What follows belongs to an exercise in optimizing a design on an open flow for small area; a production flow would make more cautious choices.
Only simulation tests tie the RTL to the original design; equivalence was not proved.
The clock port is modelled as an ideal driver; clocking choices that lean on that would not hold on a real chip.
Power and IR drop assume default switching activity.

Setup of run A:
==> flow/design.v <==
package cpu_gregs_mp_pkg;
    localparam int unsigned CPU_XLEN          = 32;
    localparam int unsigned CPU_GREG_COUNT    = 32;
    localparam int unsigned CPU_GREGIDX_WIDTH = 5;
    localparam int unsigned CPU_GREG_NREAD    = 2;
    localparam int unsigned CPU_GREG_NWRITE   = 2;
    function automatic bit is_pow2(input int unsigned v);
        is_pow2 = (v != 0) && ((v & (v - 1)) == 0);
    endfunction
endpackage
module cpu_gregs_row (
    input  logic        clk,
    input  logic        s1_i,
    input  logic        s0_i,
    input  logic        hold_i,
    input  logic [31:0] d1_i,
    input  logic [31:0] d0_i,
    output logic [31:0] q_o
);
    always_ff @(posedge clk) begin
        q_o <= ({32{s1_i}} & d1_i) | ({32{s0_i}} & d0_i) | ({32{hold_i}} & q_o);
    end
endmodule
module cpu_gregs_rdbit (
    input  logic [31:1] sel_i,
    input  logic [31:1] d_i,
    output logic        y_o
);
    logic [10:0] grp_n;
    for (genvar g = 0; g < 10; g++) begin : g_grp
        cpu_gregs_aoi3 u_aoi (.sel_i(sel_i[3*g+1 +: 3]), .d_i(d_i[3*g+1 +: 3]), .y_n_o(grp_n[g]));
    end
    assign grp_n[10] = !(sel_i[31] && d_i[31]);
    assign y_o = !(&grp_n);
endmodule
module cpu_gregs_aoi3 (
    input  logic [2:0] sel_i,
    input  logic [2:0] d_i,
    output logic       y_n_o
);
    assign y_n_o = !(|(sel_i & d_i));
endmodule
module cpu_gregs_mp (
    input  logic        clk,
    input  logic        rst_n,
    input  logic [9:0]  rs_idx,
    output logic [63:0] rs_dat,
    output logic [1:0]  rs_busy,
    input  logic [1:0]  rd_wen,
    input  logic [9:0]  rd_idx,
    input  logic [63:0] rd_dat,
    input  logic        mark_en,
    input  logic [4:0]  mark_idx,
    input  logic        flush
);
    logic [31:0] mem [1:31];
    logic [31:1] vld_q;
    logic [31:1] busy_q;
    logic [4:0]  ra_q [2];
    for (genvar r = 1; r < 32; r++) begin : g_reg
        logic h0, h1, hold, mk;
        assign h0   = rd_wen[0] && (rd_idx[4:0] == 5'(r));
        assign h1   = rd_wen[1] && (rd_idx[9:5] == 5'(r));
        assign hold = !(h0 || h1);
        assign mk   = mark_en && (mark_idx == 5'(r));
        cpu_gregs_row u_row (
            .clk    (clk),
            .s1_i   (h1),
            .s0_i   (h0 && !h1),
            .hold_i (hold),
            .d1_i   (rd_dat[63:32]),
            .d0_i   (rd_dat[31:0]),
            .q_o    (mem[r])
        );
        always_ff @(posedge clk or negedge rst_n) begin
            if (!rst_n) begin
                vld_q[r]  <= 1'b0;
                busy_q[r] <= 1'b0;
            end else begin
                vld_q[r]  <= vld_q[r] || !hold;
                busy_q[r] <= !flush && (mk || (busy_q[r] && hold));
            end
        end
    end
    for (genvar k = 0; k < 2; k++) begin : g_rd
        logic [31:1] hit, sel;
        always_ff @(posedge clk) begin
            ra_q[k] <= rs_idx[5*k +: 5];
        end
        for (genvar r = 1; r < 32; r++) begin : g_sel
            assign hit[r] = (ra_q[k] == 5'(r));
            assign sel[r] = hit[r] && vld_q[r];
        end
        for (genvar b = 0; b < 32; b++) begin : g_bit
            logic [31:1] col;
            for (genvar r = 1; r < 32; r++) begin : g_col
                assign col[r] = mem[r][b];
            end
            cpu_gregs_rdbit u_bit (.sel_i(sel), .d_i(col), .y_o(rs_dat[32*k + b]));
        end
        cpu_gregs_rdbit u_busy (.sel_i(hit), .d_i(busy_q), .y_o(rs_busy[k]));
    end
endmodule
Settings: LEC_CHECK=0, CAP_MARGIN=5, CELL_PAD_IN_SITES_DETAIL_PLACEMENT=1, CELL_PAD_IN_SITES_GLOBAL_PLACEMENT=1, CORE_MARGIN=2, CORE_UTILIZATION=30, PLACE_DENSITY=0.45, SETUP_SLACK_MARGIN=0.3, SLEW_MARGIN=5, SYNTH_HIERARCHICAL=1; clock period 5.0 ns.
standard.sh (not shown) runs the stock make flow with config.mk's settings and CLKGATE_MAP_FILE= SYNTH_SCRIPT=/design/flow/synth_recipe.tcl, a recipe that flattens the netlist after the stock synthesis.
==> flow/flow/run.sh <==
#!/bin/bash
# Standard ORFS layout (the standard.sh, standard synthesis unchanged) with
# a lighter clock tree (no dummy loads; after CTS each leaf clock buffer is sized
# to the smallest clkbuf that keeps its flip-flop clock pins under the slew
# target, see post_cts.tcl), the smallest buffer on each port, and timing-driven
# placement keeping its resizer changes only once the placement has spread out
# (overflow below 0.2). Each tool's full output stays in orfs/logs/; the make
# output goes to standard.log.
set -uo pipefail
HERE=$(pwd)
bash standard.sh \
  "CTS_ARGS=-sink_clustering_enable -repair_clock_nets -dont_use_dummy_load -buf_list {sky130_fd_sc_hd__clkbuf_4 sky130_fd_sc_hd__clkbuf_8} -root_buf sky130_fd_sc_hd__clkbuf_16 -sink_clustering_size 16 -sink_clustering_max_diameter 60" \
  "BUFFER_PORTS_ARGS=-buffer_cell sky130_fd_sc_hd__buf_1" \
  GPL_KEEP_OVERFLOW=0.2 \
  POST_CTS_TCL=$HERE/flow/post_cts.tcl \
  finish > standard.log 2>&1
==> flow/flow/post_cts.tcl <==
# Size each leaf clock buffer to the smallest clkbuf that keeps its flip-flop
# clock pins below the slew target (the largest one if none does); the tree's
# structure is unchanged. Then legalize the placement again.
set clk_slew_target 0.105
set clk_sizes {sky130_fd_sc_hd__clkbuf_2 sky130_fd_sc_hd__clkbuf_4 sky130_fd_sc_hd__clkbuf_8 sky130_fd_sc_hd__clkbuf_16}
estimate_parasitics -placement
proc leaf_sink_slew {inst} {
  set mx 0.0
  set out [get_pins -of_objects [get_cells $inst] -filter "direction == output"]
  foreach p [get_pins -of_objects [get_nets -of_objects $out] -filter "direction == input"] {
    foreach rf {rise fall} {
      set s [get_property $p slew_max_${rf}]
      if {$s > $mx} {set mx $s}
    }
  }
  return $mx
}
set n_changed 0
foreach inst [get_cells clkbuf_leaf_*] {
  set name [get_full_name $inst]
  set orig [get_full_name [get_lib_cells -of_objects $inst]]
  regsub {.*/} $orig {} orig
  set chosen [lindex $clk_sizes end]
  foreach m $clk_sizes {
    replace_cell $name $m
    if {[leaf_sink_slew $name] <= $clk_slew_target} { set chosen $m; break }
  }
  replace_cell $name $chosen
  if {$chosen ne $orig} { incr n_changed }
}
puts "post_cts: resized $n_changed leaf clock buffers"
detailed_placement
check_placement -verbose
Run A | status: complete | timing, DRC, antenna: pass
## Diff of input files: run B against run A
Settings: removing SETUP_SLACK_MARGIN (formerly 0.3).
==> flow/flow/run.sh <==
#!/bin/bash
# Standard ORFS layout (the standard.sh, standard synthesis unchanged) with
# a lighter clock tree (no dummy loads, clkbuf_8 leaves) and the smallest
# buffer on each port. Each tool's full output stays in orfs/logs/; the make
# output goes to standard.log.
set -uo pipefail
bash standard.sh \
  "CTS_ARGS=-sink_clustering_enable -repair_clock_nets -dont_use_dummy_load -buf_list {sky130_fd_sc_hd__clkbuf_4 sky130_fd_sc_hd__clkbuf_8} -root_buf sky130_fd_sc_hd__clkbuf_16 -sink_clustering_size 16 -sink_clustering_max_diameter 60" \
  "BUFFER_PORTS_ARGS=-buffer_cell sky130_fd_sc_hd__buf_1" \
  finish > standard.log 2>&1
removed: flow/flow/post_cts.tcl
==> notes.md <==
- Ran to the end and failed final checks on setup timing: run B.
- Run A has lower power than run B.
- Relative to run A, the met2 routed wirelength measured on run B has increased slightly.
- In run B the clock-cell share of area turned out 0.70 points higher than in run A.
- Run B gives more fraction of met3 tracks used by global routing than run A did.
- Non-clock buffer count sits higher in run B than in run A.
#### Input delta (run C over run B)
Settings: SETUP_SLACK_MARGIN: unset -> 0.2.
==> flow/flow/run.sh <==
#!/bin/bash
# Standard ORFS layout (the standard.sh, standard synthesis unchanged) with
# a lighter clock tree (no dummy loads; after CTS each leaf clock buffer is sized
# to the smallest clkbuf that keeps its flip-flop clock pins under the slew
# target, see post_cts.tcl), the smallest buffer on each port, and timing-driven
# placement keeping its resizer changes only once the placement has spread out
# (overflow below 0.2). Each tool's full output stays in orfs/logs/; the make
# output goes to standard.log.
set -uo pipefail
HERE=$(pwd)
bash standard.sh \
  "CTS_ARGS=-sink_clustering_enable -repair_clock_nets -dont_use_dummy_load -buf_list {sky130_fd_sc_hd__clkbuf_4 sky130_fd_sc_hd__clkbuf_8} -root_buf sky130_fd_sc_hd__clkbuf_16 -sink_clustering_size 16 -sink_clustering_max_diameter 60" \
  "BUFFER_PORTS_ARGS=-buffer_cell sky130_fd_sc_hd__buf_1" \
  GPL_KEEP_OVERFLOW=0.2 \
  POST_CTS_TCL=$HERE/flow/post_cts.tcl \
  finish > standard.log 2>&1
==> flow/flow/post_cts.tcl (new file) <==
# Size each leaf clock buffer to the smallest clkbuf that keeps its flip-flop
# clock pins below the slew target (the largest one if none does); the tree's
# structure is unchanged. Then legalize the placement again.
set clk_slew_target 0.110
set clk_sizes {sky130_fd_sc_hd__clkbuf_2 sky130_fd_sc_hd__clkbuf_4 sky130_fd_sc_hd__clkbuf_8 sky130_fd_sc_hd__clkbuf_16}
estimate_parasitics -placement
proc leaf_sink_slew {inst} {
  set mx 0.0
  set out [get_pins -of_objects [get_cells $inst] -filter "direction == output"]
  foreach p [get_pins -of_objects [get_nets -of_objects $out] -filter "direction == input"] {
    foreach rf {rise fall} {
      set s [get_property $p slew_max_${rf}]
      if {$s > $mx} {set mx $s}
    }
  }
  return $mx
}
set n_changed 0
foreach inst [get_cells clkbuf_leaf_*] {
  set name [get_full_name $inst]
  set orig [get_full_name [get_lib_cells -of_objects $inst]]
  regsub {.*/} $orig {} orig
  set chosen [lindex $clk_sizes end]
  foreach m $clk_sizes {
    replace_cell $name $m
    if {[leaf_sink_slew $name] <= $clk_slew_target} { set chosen $m; break }
  }
  replace_cell $name $chosen
  if {$chosen ne $orig} { incr n_changed }
}
puts "post_cts: resized $n_changed leaf clock buffers"
detailed_placement
check_placement -verbose
--- outcome ---
The final layout from run C, which completed every stage, passed the timing, DRC and antenna checks at the end of the flow. Reg2reg setup slack in run C is 0.03 ns below run B. Share of the final layout cell area in sequential cells (higher): run C. Run C against run B: overall fraction of global-route tracks in use lower, sum of net half-perimeters after detailed placement climbed about 4%, share of synthesized area occupied by flip-flops and latches roughly the same, final clock skew about even. A worst setup path startpoint of ra_q[1][0]$_DFF_P_ is what run B shows, while ra_q[1][3]$_DFF_P_ belongs to run C. From run B to run C the numbers moved as follows: total power consumption of the routed design down 3.1%, total instance count after detailed placement down 42, global-route wire length before repair down 1.5%.
Modified inputs, run D compared to run C
Settings: SETUP_SLACK_MARGIN now 0.3, was 0.2.
==> flow/flow/run.sh <==
#!/bin/bash
# Standard ORFS layout (the standard.sh, standard synthesis unchanged) with
# a lighter clock tree (no dummy loads, clkbuf_8 leaves), the smallest buffer on
# each port, and timing-driven placement keeping its resizer changes only once
# the placement has spread out (overflow below 0.2). Each tool's full output
# stays in orfs/logs/; the make output goes to standard.log.
set -uo pipefail
bash standard.sh \
  "CTS_ARGS=-sink_clustering_enable -repair_clock_nets -dont_use_dummy_load -buf_list {sky130_fd_sc_hd__clkbuf_4 sky130_fd_sc_hd__clkbuf_8} -root_buf sky130_fd_sc_hd__clkbuf_16 -sink_clustering_size 16 -sink_clustering_max_diameter 60" \
  "BUFFER_PORTS_ARGS=-buffer_cell sky130_fd_sc_hd__buf_1" \
  GPL_KEEP_OVERFLOW=0.2 \
  finish > standard.log 2>&1
removed: flow/flow/post_cts.tcl
==> comparison <==
The combinational power of run D and that of run C are within noise of each other. Comparing run D and run C, the higher combinational group share of total power was measured on run C. Any difference in global routing met1 resource utilization between run D and run C is small enough to ignore. The fraction of cell area in non-clock buffers was comparable across run D and run C. The register-to-register slack of run D falls short of that of run C by 0.11 ns. Run D against run C: share of the clock period used by the worst path increased by 0.49 points relative to the old numbers; setup TNS stayed essentially flat; relative area of clock buffers and inverters in the final design has increased. Run D went all the way through synthesis, placement and routing and the layout is clean on timing, DRC and antenna. Antenna diode count: run C vs run D identical.

[afterwards: timing with drivers on the ports]
How much do the figures lean on ideal ports? The routed layouts below were timed once more, with nothing changed but the port constraints.
Step 1 sets driving cells, clkbuf_16 on the clock port and buf_2 on the other inputs (assumed; they add their load-dependent delay and slew).
Step 2 also shifts input and output timing later by t, the mid clock arrival at the registers, as if the neighbouring blocks saw the same clock.
a / b / c = ideal ports / drivers / drivers and shift; a / b = the first two.
run | shift t [ns] | setup WS [ns] | worst setup path at the end
run A | 0.808 | 0.261 / 0.175 / 0.471 | input to register
run B | 0.815 | -0.006 / -0.092 / 0.723 | register to output
run C | 0.814 | 0.194 / 0.106 / 0.550 | input to register
run D | 0.805 | 0.169 / 0.083 / 0.458 | input to register
